What follows belongs to an exercise in optimizing a design on an open flow for small area, a short achievable clock period and few clock cycles per item; a production flow would make more cautious choices. No functional check of the RTL was part of any run shown here.

File: flow/design.v
package urd_pkg;
  localparam int VALUE_W  = 64;
  localparam int RADIX_W  = 6;
  localparam int CHAR_W   = 7;
  localparam int COUNT_W  = 7;
  localparam int DW_W     = 3;    
  localparam int CHUNK_W  = 8;    
  localparam int CHUNKS   = (VALUE_W + CHUNK_W - 1) / CHUNK_W;
  localparam int IDX_W    = $clog2(CHUNKS);
  localparam int STACK_W  = 84;   
  localparam logic [RADIX_W-1:0] RADIX_RESET = 6'd10;
  localparam logic [RADIX_W-1:0] RADIX_MIN   = 6'd2;
  localparam logic [RADIX_W-1:0] RADIX_MAX   = 6'd36;
endpackage
import urd_pkg::*;
module urd_front (
  input  logic               clk,
  input  logic               rst_n,
  input  logic               in_push,
  output logic               in_full,
  input  logic [VALUE_W-1:0] in_value,
  input  logic               cfg_valid,
  output logic               cfg_ready,
  input  logic [RADIX_W-1:0] cfg_data,
  output logic               cv_done,
  output logic [STACK_W-1:0] cv_stack,
  output logic [COUNT_W-1:0] cv_count,
  output logic [DW_W-1:0]    cv_dw,
  input  logic               cv_take
);
  logic [RADIX_W-1:0] radix_r;
  logic [RADIX_W-1:0] radix_eff;
  logic [DW_W-1:0]    dw_eff;
  logic               free_r;
  logic               busy_r;
  logic               done_r;
  logic [CHUNK_W-1:0] vch_r [CHUNKS];
  logic [IDX_W-1:0]   idx_r;
  logic [IDX_W-1:0]   top_r;
  logic [RADIX_W-1:0] rem_r;
  logic               qnz_r;
  logic               qtz_r;
  logic [RADIX_W-1:0] bc_r;
  logic [DW_W-1:0]    dw_r;
  logic [STACK_W-1:0] stk_r;
  logic [COUNT_W-1:0] cnt_r;
  logic [IDX_W-1:0]   in_top;
  logic [CHUNK_W-1:0] chunk;
  logic [CHUNK_W-1:0] quo;
  logic [RADIX_W-1:0] rem_nxt;
  logic               first;
  logic               qnz_cur;
  logic               qtz_cur;
  logic [IDX_W-1:0]   ntop;
  logic [STACK_W-1:0] stk_push;
  assign cfg_ready = 1'b1;
  assign in_full   = !free_r;
  always_ff @(posedge clk) begin
    if (!rst_n) begin
      radix_r <= RADIX_RESET;
    end else if (cfg_valid) begin
      radix_r <= cfg_data;
    end
  end
  always_comb begin
    if (radix_r < RADIX_MIN) begin
      radix_eff = RADIX_MIN;
    end else if (radix_r > RADIX_MAX) begin
      radix_eff = RADIX_MAX;
    end else begin
      radix_eff = radix_r;
    end
    if (radix_eff > 6'd32)      dw_eff = 3'd6;
    else if (radix_eff > 6'd16) dw_eff = 3'd5;
    else if (radix_eff > 6'd8)  dw_eff = 3'd4;
    else if (radix_eff > 6'd4)  dw_eff = 3'd3;
    else if (radix_eff > 6'd2)  dw_eff = 3'd2;
    else                        dw_eff = 3'd1;
  end
  always_comb begin
    in_top = '0;
    for (int c = 0; c < CHUNKS; c++) begin
      if (in_value[c*CHUNK_W +: CHUNK_W] != '0) begin
        in_top = IDX_W'(c);
      end
    end
  end
  assign chunk = vch_r[idx_r];
  urd_div u_div (
    .rem_in (rem_r),
    .chunk  (chunk),
    .radix  (bc_r),
    .quo    (quo),
    .rem_out(rem_nxt)
  );
  assign first   = (idx_r == top_r);
  assign qnz_cur = (!first && qnz_r) || (quo != '0);
  assign qtz_cur = first ? (quo == '0) : qtz_r;
  assign ntop    = (qtz_cur && top_r != '0) ? top_r - IDX_W'(1) : top_r;
  always_comb begin
    stk_push = stk_r;
    case (dw_r)
      3'd1:    stk_push = {stk_r[STACK_W-2:0], rem_nxt[0]};
      3'd2:    stk_push = {stk_r[STACK_W-3:0], rem_nxt[1:0]};
      3'd3:    stk_push = {stk_r[STACK_W-4:0], rem_nxt[2:0]};
      3'd4:    stk_push = {stk_r[STACK_W-5:0], rem_nxt[3:0]};
      3'd5:    stk_push = {stk_r[STACK_W-6:0], rem_nxt[4:0]};
      default: stk_push = {stk_r[STACK_W-7:0], rem_nxt[5:0]};
    endcase
  end
  always_ff @(posedge clk) begin
    if (!rst_n) begin
      free_r <= 1'b1;
      busy_r <= 1'b0;
      done_r <= 1'b0;
    end else if (free_r) begin
      if (in_push) begin
        free_r <= 1'b0;
        busy_r <= 1'b1;
      end
    end else if (busy_r) begin
      if (idx_r == '0 && !qnz_cur) begin
        busy_r <= 1'b0;
        done_r <= 1'b1;
      end
    end else if (done_r) begin
      if (cv_take) begin
        done_r <= 1'b0;
        free_r <= 1'b1;
      end
    end
  end
  always_ff @(posedge clk) begin
    if (free_r) begin
      for (int c = 0; c < CHUNKS; c++) begin
        vch_r[c] <= CHUNK_W'(in_value >> (c * CHUNK_W));
      end
      idx_r <= in_top;
      top_r <= in_top;
      rem_r <= '0;
      cnt_r <= '0;
      bc_r  <= radix_eff;
      dw_r  <= dw_eff;
    end else if (busy_r) begin
      vch_r[idx_r] <= quo;
      if (idx_r != '0) begin
        idx_r <= idx_r - IDX_W'(1);
        rem_r <= rem_nxt;
        qnz_r <= qnz_cur;
        qtz_r <= qtz_cur;
      end else begin
        stk_r <= stk_push;
        cnt_r <= cnt_r + COUNT_W'(1);
        rem_r <= '0;
        idx_r <= ntop;
        top_r <= ntop;
      end
    end
  end
  assign cv_done  = done_r;
  assign cv_stack = stk_r;
  assign cv_count = cnt_r;
  assign cv_dw    = dw_r;
endmodule
import urd_pkg::*;
module urd_div (
  input  logic [RADIX_W-1:0] rem_in,     
  input  logic [CHUNK_W-1:0] chunk,      
  input  logic [RADIX_W-1:0] radix,
  output logic [CHUNK_W-1:0] quo,
  output logic [RADIX_W-1:0] rem_out
);
  always_comb begin
    logic [RADIX_W:0]   t;
    logic [RADIX_W-1:0] r;
    r   = rem_in;
    quo = '0;
    for (int b = CHUNK_W - 1; b >= 0; b--) begin
      t = {r, chunk[b]};
      if (t >= {1'b0, radix}) begin
        quo[b] = 1'b1;
        r      = RADIX_W'(t - {1'b0, radix});
      end else begin
        r = t[RADIX_W-1:0];
      end
    end
    rem_out = r;
  end
endmodule
import urd_pkg::*;
module urd_back (
  input  logic               clk,
  input  logic               rst_n,
  input  logic               cv_done,
  input  logic [STACK_W-1:0] cv_stack,
  input  logic [COUNT_W-1:0] cv_count,
  input  logic [DW_W-1:0]    cv_dw,
  output logic               cv_take,
  output logic               out_empty,
  input  logic               out_pop,
  output logic [CHAR_W-1:0]  out_digit_char,
  output logic               out_last_digit,
  output logic [COUNT_W-1:0] out_digit_count
);
  logic [STACK_W-1:0] es_r;
  logic [COUNT_W-1:0] left_r;      
  logic [COUNT_W-1:0] total_r;
  logic [DW_W-1:0]    dw_r;
  logic [CHAR_W-1:0]  oq_char_r  [2];
  logic               oq_last_r  [2];
  logic [COUNT_W-1:0] oq_count_r [2];
  logic               oq_wr_r;
  logic               oq_rd_r;
  logic [1:0]         oq_cnt_r;
  logic               issue;
  logic               pop;
  logic [5:0]         digit;
  logic [CHAR_W-1:0]  dchar;
  logic [STACK_W-1:0] es_pop;
  assign issue   = (left_r != '0) && (oq_cnt_r != 2'd2);
  assign cv_take = cv_done && (left_r == '0 || (left_r == COUNT_W'(1) && issue));
  assign pop     = out_pop && (oq_cnt_r != 2'd0);
  always_comb begin
    case (dw_r)
      3'd1:    begin digit = {5'd0, es_r[0]};   es_pop = {1'd0, es_r[STACK_W-1:1]}; end
      3'd2:    begin digit = {4'd0, es_r[1:0]}; es_pop = {2'd0, es_r[STACK_W-1:2]}; end
      3'd3:    begin digit = {3'd0, es_r[2:0]}; es_pop = {3'd0, es_r[STACK_W-1:3]}; end
      3'd4:    begin digit = {2'd0, es_r[3:0]}; es_pop = {4'd0, es_r[STACK_W-1:4]}; end
      3'd5:    begin digit = {1'd0, es_r[4:0]}; es_pop = {5'd0, es_r[STACK_W-1:5]}; end
      default: begin digit = es_r[5:0];         es_pop = {6'd0, es_r[STACK_W-1:6]}; end
    endcase
    if (digit < 6'd10) begin
      dchar = 7'h30 + CHAR_W'(digit);
    end else begin
      dchar = 7'h37 + CHAR_W'(digit);
    end
  end
  always_ff @(posedge clk) begin
    if (!rst_n) begin
      left_r <= '0;
    end else if (cv_take) begin
      left_r <= cv_count;
    end else if (issue) begin
      left_r <= left_r - COUNT_W'(1);
    end
  end
  always_ff @(posedge clk) begin
    if (cv_take) begin
      es_r    <= cv_stack;
      total_r <= cv_count;
      dw_r    <= cv_dw;
    end else if (issue) begin
      es_r <= es_pop;
    end
  end
  always_ff @(posedge clk) begin
    if (!rst_n) begin
      oq_wr_r  <= 1'b0;
      oq_rd_r  <= 1'b0;
      oq_cnt_r <= 2'd0;
    end else begin
      if (issue) oq_wr_r <= !oq_wr_r;
      if (pop)   oq_rd_r <= !oq_rd_r;
      oq_cnt_r <= oq_cnt_r + 2'(issue) - 2'(pop);
    end
  end
  always_ff @(posedge clk) begin
    if (issue) begin
      oq_char_r[oq_wr_r]  <= dchar;
      oq_last_r[oq_wr_r]  <= (left_r == COUNT_W'(1));
      oq_count_r[oq_wr_r] <= total_r;
    end
  end
  assign out_empty       = (oq_cnt_r == 2'd0);
  assign out_digit_char  = oq_char_r[oq_rd_r];
  assign out_last_digit  = oq_last_r[oq_rd_r];
  assign out_digit_count = oq_count_r[oq_rd_r];
endmodule
import urd_pkg::*;
module unsigned_to_radix_digits (
  input  logic               clk,
  input  logic               rst_n,
  input  logic               in_push,
  output logic               in_full,
  input  logic [VALUE_W-1:0] in_value,
  output logic               out_empty,
  input  logic               out_pop,
  output logic [CHAR_W-1:0]  out_digit_char,
  output logic               out_last_digit,
  output logic [COUNT_W-1:0] out_digit_count,
  input  logic               cfg_valid,
  output logic               cfg_ready,
  input  logic [RADIX_W-1:0] cfg_data
);
  logic               cv_done;
  logic [STACK_W-1:0] cv_stack;
  logic [COUNT_W-1:0] cv_count;
  logic [DW_W-1:0]    cv_dw;
  logic               cv_take;
  urd_front u_front (
    .clk      (clk),
    .rst_n    (rst_n),
    .in_push  (in_push),
    .in_full  (in_full),
    .in_value (in_value),
    .cfg_valid(cfg_valid),
    .cfg_ready(cfg_ready),
    .cfg_data (cfg_data),
    .cv_done  (cv_done),
    .cv_stack (cv_stack),
    .cv_count (cv_count),
    .cv_dw    (cv_dw),
    .cv_take  (cv_take)
  );
  urd_back u_back (
    .clk            (clk),
    .rst_n          (rst_n),
    .cv_done        (cv_done),
    .cv_stack       (cv_stack),
    .cv_count       (cv_count),
    .cv_dw          (cv_dw),
    .cv_take        (cv_take),
    .out_empty      (out_empty),
    .out_pop        (out_pop),
    .out_digit_char (out_digit_char),
    .out_last_digit (out_last_digit),
    .out_digit_count(out_digit_count)
  );
endmodule
File: flow/run.sh
#!/bin/bash
# synth_recipe.tcl (not shown) runs the flow's synth.tcl, then flattens the netlist and writes it again
# the make line also repeats each setting of config.mk as NAME=value (left out here)
make -C /OpenROAD-flow-scripts/flow DESIGN_CONFIG=/design/flow/config.mk WORK_HOME=/design/flow/orfs CLKGATE_MAP_FILE= SYNTH_SCRIPT=/design/flow/synth_recipe.tcl finish
File: flow/config.mk
export PLATFORM = sky130hd
export DESIGN_NAME = unsigned_to_radix_digits
export DESIGN_NICKNAME = unsigned_to_radix_digits
export VERILOG_FILES = /design/flow/design.v
export SDC_FILE = /design/flow/constraint.sdc
export NUM_CORES = 4
export LEC_CHECK = 0
export CAP_MARGIN = 20
export CORE_MARGIN = 2
export CORE_UTILIZATION = 40
export SLEW_MARGIN = 20
File: flow/constraint.sdc
create_clock -name core_clock -period 16.0 [get_ports {clk}]
set_input_delay 3.2000 -clock core_clock [delete_from_list [all_inputs] [get_ports {clk}]]
set_output_delay 3.2000 -clock core_clock [all_outputs]
set_load 0.01 [all_outputs]
==> results of run 1 <==
[synthesized netlist by cell type (10+ instances only)]
master	n	area share
a21oi_1	305	0.065
xor2_1	16	0.0059
edfxtp_1	289	0.37
o22a_1	13	0.0048
a21boi_0	10	0.0032
o211ai_1	53	0.017
nor3_1	21	0.0045
nand3_1	35	0.0074
o221ai_1	27	0.010
ha_1	62	0.033
a211oi_1	12	0.0038
o21ai_0	275	0.058
o21bai_1	10	0.0032
a22oi_1	164	0.052
o22ai_1	96	0.025
nand2b_1	10	0.0027
nand2_1	254	0.040
mux4_2	16	0.015
a22o_1	26	0.0097
nor4_1	16	0.0042
a211o_1	10	0.0037
xnor2_1	28	0.010
inv_1	116	0.018
a221oi_1	22	0.0082
nor2_1	222	0.035
buf_1	37	0.0059
dfxtp_1	37	0.031
mux2_2	65	0.031
nor2b_1	29	0.0077
o21a_1	21	0.0067
mux2i_1	38	0.016
clkbuf_1	185	0.029
[flip-flops by register name, indices dropped and copies added (netlist names), 6 cells and up, named ones only]
register / cells
u_back.es_r: 84
u_front.stk_r: 84
u_front.vch_r: 64
u_back.oq_char_r: 14
u_back.oq_count_r: 14
u_back.left_r: 7
u_back.total_r: 7
u_front.cnt_r: 7
u_front.bc_r: 6
u_front.radix_r: 6
u_front.rem_r: 6
[per-stage QoR]
stage / util / instances
5_1_grt: 0.465 / 3484
3_3_place_gp: 0.436 / 3398
6_report: 0.465 / 3484
4_1_cts: 0.460 / 3471
2_1_floorplan: - / 2685
3_5_place_dp: 0.436 / 3398
[layer usage]
layer,track usage,share of wire
met5,0,0
met4,0.0840,0.033
met3,0.0297,0.072
met2,0.391,0.47
met1,0.318,0.42
[worst paths after layout]
path,endpoint,cells after the start
max,u_front.idx_r[2],75
min,u_back.oq_count_r[0][3],0
max reg2reg,u_front.idx_r[2],75
min reg2reg,u_back.oq_count_r[0][3],0
[worst max-delay path: cells and delay by family, from the launching register on]
family / cells / cell delay [ns]
compound gates: 30 / 5.47
fa+ha+maj: 8 / 2.37
buf+inv: 7 / 1.04
flops: 1 / 0.37
mux: 11 / 2.94
simple gates: 19 / 2.88
[cell families after synthesis]
logic type                 after synthesis
muxes                                  122
AOI/OAI and AO/OA                     1127
DFF                                    326
buffers and inverters                  349
adders and majority gates               71
xor gates and xnor gates                44
and+or+nand+nor                        645
other                                    1
[timing repair]
action,4_1_cts,5_1_grt
pin swaps,1,14
cloned,0,0
gates resized for setup,17,40
buffers inserted,0,13
setup endpoints to repair,33,33
[area by class of cell]
type	instances	area, um^2	share of cell area
sequential	326	9420	0.350
timing repair buffer	190	1670	0.0621
clock inverter	22	208	0.00771
multi-input combinational	2010	13100	0.487
tap	765	957	0.0355
clock buffer	51	1110	0.0414
inverter	120	452	0.0168
==> summary.txt, run 1 <==
Global route
  • GR Util All Layers: 0.237
  • First-pass GRT wire length: 117 mm
  • Initial antenna violation count: 0
  • Number of global-route vias before repair: 20.9k
  • Largest net degree at the start of global routing: 160
  • Total gr overflow: 0

Cells and area
  • Most frequent cells in the layout: a21oi_1, edfxtp_1, o21ai_0
  • Most common cell after layout, fill and taps aside: a21oi_1
  • ANT cells: 0
  • Finished Cell Area: 26900 um^2
  • Nets: 2833
  • Fillcell total: 5580
  • Layout area overhead: 14.4%
  • Fraction of layout cells with a size suffix above 1: 0.118

Critical path
  • Reg2reg setup slack: 0.74 ns
  • Startpoint type of the worst setup path: register
  • Crit-path slowest cell: mux4_2
  • Crit. End Element: register
  • CP Data Arrival Time: 15.70 ns
  • Crit path required time: 16.44 ns
  • Worst-path maximum fanout: 7
  • Critical path class: register to register
  • Slowest stage delay, CP: 0.52 ns
  • Most used cell, CP: ha_1

Timing
  • Worst slew pin tran: 1.13 ns
  • Final hold slack: 0.444 ns
  • Sum Neg Setup Slack: 0 ns
  • Max_slew headroom: 0.245
  • F_max: 0.0655 GHz
  • Post-Route Skew: 0.0334 ns
  • Final setup viols: 0
  • Fin. Hold Viols: 0
  • Tmin final: 15.26 ns
  • Final slew viol count: 0
  • Final Cycle Share: 0.954
  • Fin worst setup slack: 0.740 ns

Floorplan
  • Area of the die: 60800 um^2
  • IO Count: 93
  • Initial Util: 0.407
  • FP Rows: 88
  • Die height: 247 um
  • Die width: 247 um
  • CORE AREA: 57900 um^2

Synthesis
  • Mapped Area: 23600 um^2
  • Post-synth ARST share: 0
  • Compound-Gate Fraction of Synth Area: 0.302
  • Post-Synth Adder-Cell Area: 0.0402
  • Main combinational cell family by area after synthesis: compound AO/OA/AOI/OAI gates
  • Synth cell types: 92
  • Cells after Synth: 2685
  • Sequential cell area fraction in the yosys report: 0.400
  • Post-synth EDFFs: 289
  • Syn Area/Cell: 8.77 um^2
  • Post-synthesis xor/xnor area fraction: 0.0164
  • Synth warn: 3
  • Mapped Nets: 2830
  • FF+latch count, synth: 326
  • Synth Flop Type: edfxtp_1
  • Post-synthesis simple-gate area fraction: 0.120
  • Mux contribution to synthesized area: 0.0644

Clock network
  • Clock Sinks: 326
  • H-tree depth: 2
  • Worst-Skew Late Latency: 0.60 ns
  • CTS tree: yes
  • CTS Hold Bufs: 0
  • CTS max path bufs: 3
  • Register clock-pin slew on the reported worst setup and hold paths: 0.06 ns
  • Inserted Clock Buffers: 40
  • Root buffer cell: clkbuf_16

Placed design
  • Gpl congestion: 0.907
  • Post-DP HPWL: 48.5 mm
  • Dpl ws: -0.921 ns
  • IO buf count: 91
  • Dpl cell area: 25300 um^2

Drt
  • DR pass1 iterations: 7
  • Antenna viol nets, final: 0
  • WL final: 73.2 mm
  • DRC viols: 0
  • Initial drt markers: 2381
  • WL/cell: 21.0 um
  • Via total after detailed routing: 21.9k
  • Avg Vias per Cell: 6.30

Flow run
  • Max cap viols: 0

Outcome
  • Status: finished clean

Worst hold path
  • Worst hold start: u_back.total_r[3]
  • Hold Crit Class: register to register
==> run 2, diff against run 1 <==
--- a/flow/design.v
+++ b/flow/design.v
@@ -170,18 +170,32 @@
   output logic [CHUNK_W-1:0] quo,
   output logic [RADIX_W-1:0] rem_out
 );
+  logic [RADIX_W+1:0] m1, m2, m3;
+  assign m1 = {2'b00, radix};
+  assign m2 = {1'b0, radix, 1'b0};
+  assign m3 = m1 + m2;
   always_comb begin
-    logic [RADIX_W:0]   t;
+    logic [RADIX_W+2:0] t, d1, d2, d3;
     logic [RADIX_W-1:0] r;
     r   = rem_in;
     quo = '0;
-    for (int b = CHUNK_W - 1; b >= 0; b--) begin
-      t = {r, chunk[b]};
-      if (t >= {1'b0, radix}) begin
-        quo[b] = 1'b1;
-        r      = RADIX_W'(t - {1'b0, radix});
+    for (int b = CHUNK_W - 2; b >= 0; b -= 2) begin
+      t  = {1'b0, r, chunk[b+1], chunk[b]};
+      d1 = t - {1'b0, m1};
+      d2 = t - {1'b0, m2};
+      d3 = t - {1'b0, m3};
+      if (!d3[RADIX_W+2]) begin
+        quo[b +: 2] = 2'd3;
+        r           = d3[RADIX_W-1:0];
+      end else if (!d2[RADIX_W+2]) begin
+        quo[b +: 2] = 2'd2;
+        r           = d2[RADIX_W-1:0];
+      end else if (!d1[RADIX_W+2]) begin
+        quo[b +: 2] = 2'd1;
+        r           = d1[RADIX_W-1:0];
       end else begin
-        r = t[RADIX_W-1:0];
+        quo[b +: 2] = 2'd0;
+        r           = t[RADIX_W-1:0];
       end
     end
     rem_out = r;
==> run 2 against run 1 <==
  * Still clean on timing, DRC and antenna
  * Clock-buffer cell count shrank 3
  * Maximum frequency increased by 16%
  * Design area up 5.3%
  * Via count rose by 7.9%
==> summary.txt, run 2 <==
Clock network
  • CTS tree: yes
  • Root buffer cell: clkbuf_16
  • CTS max path bufs: 3
  • CTS Hold Bufs: 0
  • Register clock-pin slew on the reported worst setup and hold paths: 0.06 ns
  • Inserted Clock Buffers: 40
  • Clock Sinks: 326
  • Post-CTS Repair Setup Buffers: 0
  • Worst-Skew Late Latency: 0.60 ns
  • Post_cts resized: 0
  • H-tree depth: 2

Critical path
  • Bufs and invs on worst path: 3
  • Delay-heaviest family, CP: compound AO/OA/AOI/OAI gates
  • Startpoint type of the worst setup path: register
  • Critical path class: register to register
  • Crit-path slowest cell: dfxtp_1
  • Crit path required time: 16.34 ns
  • Crit. End Element: register
  • Worst-path maximum fanout: 18
  • Most used cell, CP: a21o_1
  • Slowest stage delay, CP: 0.77 ns
  • CP Data Arrival Time: 13.49 ns

Synthesis
  • Largest cells by area after synthesis: edfxtp_1, a21oi_1, o21ai_0
  • Synth warn: 3
  • Cells after Synth: 3013
  • Mapped Nets: 3191
  • Count leader, synth: a21oi_1
  • Post-synth ARST share: 0
  • Synth cell types: 105
  • Share of the synthesized area in the top cell type: 0.341
  • Synth Flop Type: edfxtp_1
  • Mapped Area: 25500 um^2
  • Sequential cell area fraction in the yosys report: 0.370
  • Post-synth EDFFs: 289
  • Syn Area/Cell: 8.45 um^2
  • Post-synth top cells: a21oi_1, nand2_1, o21ai_0
  • FF+latch count, synth: 326
  • Biggest area consumer among synthesized cells: edfxtp_1

Drt
  • WL/cell: 20.5 um
  • DRC viols: 0
  • WL final: 78.7 mm
  • Avg Vias per Cell: 6.16
  • Via total after detailed routing: 23.7k
  • DR pass1 iterations: 7
  • Initial drt markers: 2534
  • Antenna viol nets, final: 0

Outcome
  • Status: finished clean

Timing
  • Final hold slack: 0.445 ns
  • Fin. Hold Viols: 0
  • Max_slew headroom: 0.300
  • Sum Neg Setup Slack: 0 ns
  • Final slew viol count: 0
  • Worst slew pin tran: 1.05 ns
  • Fin worst setup slack: 2.85 ns
  • Final setup viols: 0
  • Final Cycle Share: 0.822
  • F_max: 0.0760 GHz
  • Post-Route Skew: 0.0266 ns
  • Tmin final: 13.15 ns
  • RSZ-0062 raised after global routing: false

Floorplan
  • CORE AREA: 63000 um^2
  • FP Rows: 92
  • Die width: 256 um
  • Area of the die: 65700 um^2
  • Initial Util: 0.405
  • Die height: 256 um
  • IO Count: 93

Global route
  • Number of global-route vias before repair: 22.4k
  • Largest net degree at the start of global routing: 158
  • GR Util All Layers: 0.233
  • First-pass GRT wire length: 126 mm
  • Initial antenna violation count: 0
  • Total gr overflow: 0

Cells and area
  • Fraction of layout cells with a size suffix above 1: 0.0812
  • Layout area overhead: 11.4%
  • Most common cell after layout, fill and taps aside: a21oi_1
  • Most frequent cells in the layout: a21oi_1, nand2_1, o21ai_0
  • Biggest regs: u_back.es_r (84), u_front.stk_r (84), u_front.vch_r (64)
  • Finished Cell Area: 28400 um^2
  • Nets: 3143
  • ANT cells: 0

Placed design
  • IO buf count: 91
  • Post-DP HPWL: 53.8 mm
  • Dpl ws: 2.94 ns
  • Gpl congestion: 0.923
  • Dpl cell area: 27000 um^2

Flow run
  • Max cap viols: 0

Worst hold path
  • Hold Crit Class: register to register
run 2: logic make-up after synthesis:
family | Yosys count | share of synthesized area
compound gates | 1265 | 0.312
buf+inv | 401 | 0.0596
mux | 86 | 0.0443
flops | 326 | 0.370
simple gates | 770 | 0.138
other cells | 1 | 0.000147
fa+ha+maj | 105 | 0.0553
xor+xnor | 59 | 0.0211
run 2: final timing paths:
path	slack (ns)	end	start	cells past startpoint
worst max-delay path	2.85	u_front.idx_r[2]	register	50
worst min-delay path	0.45	u_back.oq_count_r[0][6]	u_back.total_r[6]	0
worst max register to register	2.85	u_front.idx_r[2]	register	50
worst min register to register	0.45	u_back.oq_count_r[0][6]	u_back.total_r[6]	0
run 2: area by class of cell:
class / count / area, um^2
clock buffers: 48 / 1060
clock inverters: 23 / 308
fillers: 6091 / 34600
inverters: 171 / 644
multi-input cells: 2286 / 14600
flip-flops and latches: 326 / 9420
well taps: 846 / 1060
repair buffers: 140 / 1290
run 2: stage by stage:
stage               utilization  cells
finish                    0.451   3840
global route              0.451   3840
CTS                       0.451   3840
detailed placement        0.429   3769
global placement          0.429   3769
floorplan                     -   3013
run 2: metal layers:
metal / part of all wire / vias to the layer above / GRT usage
met2: 0.47 / 1032 / 0.385
met1: 0.43 / 11400 / 0.320
met3: 0.071 / 114 / 0.0308
met4: 0.021 / 0 / 0.0643
li1: - / 11100 / -
met5: 0 / - / 0

port drivers added, routing unchanged:
Ports are ideal in the flow. The routed layouts listed here were re-timed in OpenROAD. Step 1 (the two cells are an assumption about what drives the block):
set clk [get_ports {clk}]
set_driving_cell -lib_cell sky130_fd_sc_hd__clkbuf_16 $clk
set_driving_cell -lib_cell sky130_fd_sc_hd__buf_2 [delete_from_list [all_inputs] $clk]
Step 2, shift: input delay + t, output delay - t, t = (earliest + latest rising clock arrival at the registers) / 2. This alone moves slack from input paths to output paths. a / b / c = no drivers / after step 1 / after step 2; a / b = the first two.
| run | t, ns | slack for setup (ns) | latest minus earliest clock arrival (ns) | cell pins on the clock port's net |
|---|---|---|---|---|
| run 1 | 0.637 | 0.740 / 0.740 / 0.740 | 0.034 / 0.034 | 1 |
| run 2 | 0.647 | 2.850 / 2.850 / 2.850 | 0.027 / 0.028 | 1 |
After both steps every run listed still meets setup and hold.
